This design comes from an exercise in tuning for small area and a short achievable clock period on the open sky130 flow, not from production work. The RTL was checked by simulation tests, not by an equivalence proof against the original design. Power is estimated from default activity; no workload was simulated.

`flow/design.v`:
```
module log2 #(
  parameter int FRAC_W = 5,
  parameter int MANT_W = 16
) (
  input  logic              clk,
  input  logic              rst_n,
  input  logic [7:0]        x,
  input  logic              validx,
  output logic [FRAC_W+2:0] y,
  output logic              validy
);
  localparam int PW = 2 * MANT_W;
  logic [7:0] cap_x;
  logic       cap_v;
  logic [2:0] lead_e;
  logic [7:0] lead_sh;
  always_comb begin
    lead_e = '0;
    for (int i = 0; i < 8; i++) begin
      if (cap_x[i]) lead_e = 3'(i);
    end
    lead_sh = cap_x << (3'd7 - lead_e);
  end
  logic [FRAC_W:0][MANT_W-1:0] m_q;
  logic [FRAC_W:0][2:0]        e_q;
  logic [FRAC_W:0][FRAC_W-1:0] f_q;
  logic [FRAC_W:0]             v_q;
  logic [FRAC_W:1][MANT_W-1:0] m_d;
  logic [FRAC_W:1][FRAC_W-1:0] f_d;
  logic [FRAC_W:1]             hi_d;
  for (genvar k = 1; k <= FRAC_W; k++) begin : g_sq
    logic [PW-1:0] p;
    assign p = {{MANT_W{1'b0}}, m_q[k-1]} * {{MANT_W{1'b0}}, m_q[k-1]};
    assign hi_d[k] = p[PW-1];
    assign m_d[k]  = hi_d[k] ? p[PW-1:MANT_W] : p[PW-2:MANT_W-1];
    assign f_d[k]  = f_q[k-1] | (hi_d[k] ? FRAC_W'(1) << (FRAC_W - k) : FRAC_W'(0));
  end
  always_ff @(posedge clk) begin
    if (!rst_n) begin
      cap_x  <= '0;
      cap_v  <= 1'b0;
      for (int k = 0; k <= FRAC_W; k++) begin
        m_q[k] <= '0;
        e_q[k] <= '0;
        f_q[k] <= '0;
        v_q[k] <= 1'b0;
      end
      y      <= '0;
      validy <= 1'b0;
    end else begin
      cap_x  <= x;
      cap_v  <= validx;
      m_q[0] <= {lead_sh, (MANT_W-8)'(0)};
      e_q[0] <= lead_e;
      f_q[0] <= '0;
      v_q[0] <= cap_v;
      for (int k = 1; k <= FRAC_W; k++) begin
        m_q[k] <= m_d[k];
        e_q[k] <= e_q[k-1];
        f_q[k] <= f_d[k];
        v_q[k] <= v_q[k-1];
      end
      validy <= v_q[FRAC_W];
      if (v_q[FRAC_W]) y <= {e_q[FRAC_W], f_q[FRAC_W]};
    end
  end
endmodule
```
`flow/run.sh`:
```
#!/bin/bash
# synth_recipe.tcl (not shown) runs the flow's synth.tcl, then flattens the netlist and writes it again
# the make line also repeats each setting of config.mk as NAME=value (left out here)
make -C /OpenROAD-flow-scripts/flow DESIGN_CONFIG=/design/flow/config.mk WORK_HOME=/design/flow/orfs CLKGATE_MAP_FILE= SYNTH_SCRIPT=/design/flow/synth_recipe.tcl finish
```
`flow/config.mk`:
```
export PLATFORM = sky130hd
export DESIGN_NAME = log2
export DESIGN_NICKNAME = log2
export VERILOG_FILES = /design/flow/design.v
export SDC_FILE = /design/flow/constraint.sdc
export NUM_CORES = 4
export LEC_CHECK = 0
export CAP_MARGIN = 20
export CORE_MARGIN = 2
export CORE_UTILIZATION = 40
export SLEW_MARGIN = 20
```
`flow/constraint.sdc`:
```
create_clock -name core_clock -period 7.0 [get_ports {clk}]
set_input_delay 1.4000 -clock core_clock [delete_from_list [all_inputs] [get_ports {clk}]]
set_output_delay 1.4000 -clock core_clock [all_outputs]
set_load 0.01 [all_outputs]
```
==> notes.md <==
## how the worst max path moves through the flow
stage	from	to	slack, ns	cells past startpoint
5_1_grt	m_q[40]	m_q[52]	0.007	23
3_3_place_gp	m_q[44]	m_q[52]	0.15	24
4_1_cts	m_q[44]	m_q[52]	0.04	24
3_5_place_dp	m_q[44]	m_q[52]	0.05	24
2_1_floorplan	m_q[17]	m_q[42]	0.62	23
6_report	m_q[40]	m_q[52]	0.31	22
## flip-flops by register name, indices dropped and copies added, names as in the netlist
name,cells
f_q,15
y,8
m_q,72
cap_x,8
validy,1
e_q,18
v_q,6
cap_v,1
## metal layers
layer,vias to the layer above,routed length [µm]
li1,11100,-
met1,11200,32300
met2,298,32600
met3,50,2180
met4,0,716
met5,-,0
## through the flow
stage | power, µW | area, µm² | cells | util | hold slack [ns]
floorplan | 1210 | 33500 | 3707 | - | 0.412
global placement | 1360 | 35100 | 4758 | 0.422 | 0.414
detailed placement | 1370 | 35100 | 4758 | 0.422 | 0.420
CTS | 2330 | 35800 | 4790 | 0.429 | 0.438
global route | 2430 | 35800 | 4790 | 0.430 | 0.442
finish | 2280 | 35800 | 4790 | 0.430 | 0.434
## placed cells by master (no fill, tap or decap), types with 14 or more instances in the layout
master / n
sky130_fd_sc_hd__nand2_1: 360
sky130_fd_sc_hd__a211oi_1: 20
sky130_fd_sc_hd__nor2b_1: 15
sky130_fd_sc_hd__nand4_1: 20
sky130_fd_sc_hd__inv_1: 1023
sky130_fd_sc_hd__a21oi_1: 80
sky130_fd_sc_hd__xnor2_1: 73
sky130_fd_sc_hd__and2_1: 235
sky130_fd_sc_hd__nand3_1: 23
sky130_fd_sc_hd__clkdlybuf4s50_1: 18
sky130_fd_sc_hd__mux2i_1: 49
sky130_fd_sc_hd__a21o_1: 34
sky130_fd_sc_hd__nor3_1: 20
sky130_fd_sc_hd__nor2_1: 140
sky130_fd_sc_hd__ha_1: 447
sky130_fd_sc_hd__and3_1: 14
sky130_fd_sc_hd__buf_4: 67
sky130_fd_sc_hd__o21ai_0: 49
sky130_fd_sc_hd__dfxtp_1: 117
sky130_fd_sc_hd__xor2_1: 28
sky130_fd_sc_hd__fa_1: 670
sky130_fd_sc_hd__clkbuf_16: 17
## cell families after synthesis
group	Yosys count	synth area share
AND/OR/NAND/NOR	879	0.126
buffers and inverters	1141	0.129
multiplexers	59	0.0181
flip-flops	129	0.0770
XOR/XNOR	103	0.0277
adder cells (fa/ha/maj)	1117	0.567
AO/OA/AOI/OAI	279	0.0559
## final cells by class
type | count | area, µm²
fill | 8164 | 47500
multi-input combinational | 2437 | 26600
inverter | 1024 | 3840
sequential | 129 | 2600
tap | 1080 | 1350
timing repair buffer | 88 | 728
clock buffer | 17 | 425
clock inverter | 15 | 184
## power by group through the flow
stage	combinational, µW	sequential (µW)	clock (µW)
5_1_grt	599	838	990
3_5_place_dp	524	846	0
2_1_floorplan	406	800	0
4_1_cts	528	830	968
6_report	517	832	934
3_3_place_gp	516	846	0
## repair_timing
action | in CTS | in global routing
setup endpoints to repair | 0 | 27
hold buffers | 0 | 0
resized for setup | 0 | 15
endpoints found under the hold margin | 0 | 0
==> impl_summary.txt <==
----------------------------------------------------
[Critical path]
  Endpoint of the worst-slack reg-to-reg timing path ... m_q[52]
  Data arrival at the endpoint of the critical path ... between 7 and 8 ns
  Critical path launch point type ... register
  Critical path, cell by cell ... buf_4 > nand2_1 > fa_1 > fa_1 > inv_1 > fa_1 > fa_1 > fa_1 > inv_1 > fa_1 > inv_1 > ha_1 > a211oi_1 > nand2_1 > nor4_2 > o22ai_2 > a2111oi_4 > o21ba_4 > xnor2_4 > buf_4 > or3_1 > a21oi_1
  Largest stage delay, worst path ... 0.58 ns
  Max stage delay cell, worst path ... sky130_fd_sc_hd__dfxtp_1
  Launch instance of the worst register-to-register path ... m_q[40]
  CP bufs+invs ... 5
  Critical Setup Path Class ... reg2reg
  Endpoint kind of the worst setup timing path ... register
  Critical path's most frequent cell ... sky130_fd_sc_hd__fa_1
  Worst Path Required ... 7.40 ns
  Peak fanout along the critical path ... 16
  Gate family responsible for the most delay along the worst path ... adder cells
  Worst-case reg-to-reg path depth ... 22
  Register-to-Register Setup Slack ... 0.31 ns

[Cells and area]
  Number of nets in the final layout ... just under 5,000
  Share of cells above drive strength 1 ... 0.0402
  Number of antenna repair diodes ... 0
  Area growth from synthesis to final layout ... 6.70%

[GRT]
  Remaining global-route overflow ... 0
  Met3 demand-to-capacity share in global routing ... 0.0243
  Global Route Usage Sum ... 0.168
  Vias in the first global route ... about 24,000
  Global Route met1 Usage ... 0.232
  Antenna violations before repair ... 0
  First-pass GRT wire length ... 118,000 µm
  Maximum number of pins on one net before global-route repair ... 74
  Peak-usage layer in the global routing report ... met2
  Grt met2 use ... 0.285

[Timing]
  Max-slew headroom at the worst pin ... 0.363
  Period utilization ... 0.956
  Worst clock skew ... 0.0130 ns
  Achievable clock frequency ... 149 MHz
  Total Negative Setup Slacks ... 0 ns
  Setup repair after global routing missed its margin ... no
  Slew @ Worst Pin ... approximately 0.95 ns
  Final max-slew violation count ... 0
  Final critical path time including I/O delays and setup ... 6.69 ns
  Setup violations, final ... 0
  Post-layout worst setup margin ... 0.308 ns
  Final hold violations ... 0

[Floorplan]
  Total number of placement rows ... between 100 and 150
  Overall die width ... about 290 µm
  Ports ... 20
  Vert. Die Dim ... 294 µm
  Area of the die ... 0.0862 mm²
  Initial Utilization ... 0.403
  Std-Cell Core Area ... 0.0833 mm²

[Logic synthesis]
  Proportion of synthesized chip area in sequential cells ... 0.0770
  Post-synth net total ... 4,835
  Post-Syn Instances ... 3,707
  Post-synthesis cell type with the largest combined area ... sky130_fd_sc_hd__fa_1
  Netlist Area Pre-Place ... 0.0335 mm²
  Synth warnings ... 1
  Post-Synthesis Mean Instance Area ... 9.05 µm²
  Most numerous cell types in the synthesized netlist ... sky130_fd_sc_hd__inv_1 (1,023), sky130_fd_sc_hd__fa_1 (670), sky130_fd_sc_hd__ha_1 (447), sky130_fd_sc_hd__nand2_1 (360), sky130_fd_sc_hd__and2_1 (235)
  Post-synth EDFFs ... 0
  Biggest area contributors in the synthesized netlist ... sky130_fd_sc_hd__fa_1 (40%), sky130_fd_sc_hd__ha_1 (17%), sky130_fd_sc_hd__inv_1 (11%)
  Synth top area share ... 0.400
  Prevailing post-synth register cell ... sky130_fd_sc_hd__dfxtp_1
  Library cells used by synthesis ... 78
  Asr flop ratio synth ... 0
  Cell with the most instances after synthesis ... sky130_fd_sc_hd__inv_1
  Flop and latch count out of synthesis ... between 100 and 150

[Power]
  Internal power of the cells ... 1490 µW
  Net switching power ... 796 µW
  P_leak ... roughly 0.021 µW
  Register share of total power ... 0.364
  Clock network power share ... 0.409
  Power per cell area ... 63.8 mW/mm²
  Maximum VDD drop ... 0.000140 V
  Switch share ... 0.349
  Part of the total power dissipated in combinational logic ... 0.226

[Clock network]
  CTS Sinks ... 129
  Cts bufs inserted ... 17
  Total number of H-tree levels ... 4
  Clock root buffer ... sky130_fd_sc_hd__clkbuf_16
  Clock insertion delay at the later pin of the skew report ... 0.49 ns
  Maximum buffer depth of the clock tree ... 2
  Post-CTS Repair Setup Buffers ... 0
  Clock tree from TritonCTS ... done
  CTS clk-pin slew, worst paths ... 0.07 ns

[Drt]
  First drt pass iteration count ... 5
  Total number of vias ... between 20,000 and 25,000
  Initial DRC count ... 1,007
  Residual DRC count ... 0
  Total wirelength of the detailed-routed design ... 67,800 µm
  Number of nets with antenna violations after detailed routing ... 0
  WL/cell ... 14.2 µm
  Vias per inst ... 4.72

[Placement]
  GPL Wtd Cong ... around 0.84
  Final HPWL from detailed placement ... 58,800 µm
  Port bufs ... 19
  Setup slack at placement ... 0.0492 ns

[Worst hold path]
  Type of the tightest min-delay check ... reg2reg
  Startpoint of the lowest-slack hold path ... v_q[2]
  Count of cells along the worst hold path ... 1
  Worst min-delay path endpoint ... v_q[3]

[Run]
  Max-capacitance violation count ... 0

[Status]
  Result of the run ... complete, no violations

----------------------------------------------------

-- afterwards: timing with drivers on the ports --
In the flow no input, the clock included, has a driving cell. The finished layout below was timed again as built, in two steps. Step 1 (the two cells are an assumption about what drives the block):
set clk [get_ports {clk}]
set_driving_cell -lib_cell sky130_fd_sc_hd__clkbuf_16 $clk
set_driving_cell -lib_cell sky130_fd_sc_hd__buf_2 [delete_from_list [all_inputs] $clk]
Step 2 adds t to the input delays and takes it off the output delays; t is the mean of the earliest and latest rising clock arrival at the registers after step 1. Input paths then give back, and output paths get back, about the clock's delay inside the block. a / b / c = ideal / step 1 / step 2; a / b = the first two.
t (ns): 0.530
setup slack, ns: 0.308 / 0.308 / 0.308
worst setup path at the end: register to register
worst slew at a driven data input, ns: 0.06
After both steps setup and hold are still met in this run. For this run, drivers alone change the setup slack by 0.000 ns; drivers and shift together by 0.000 ns.
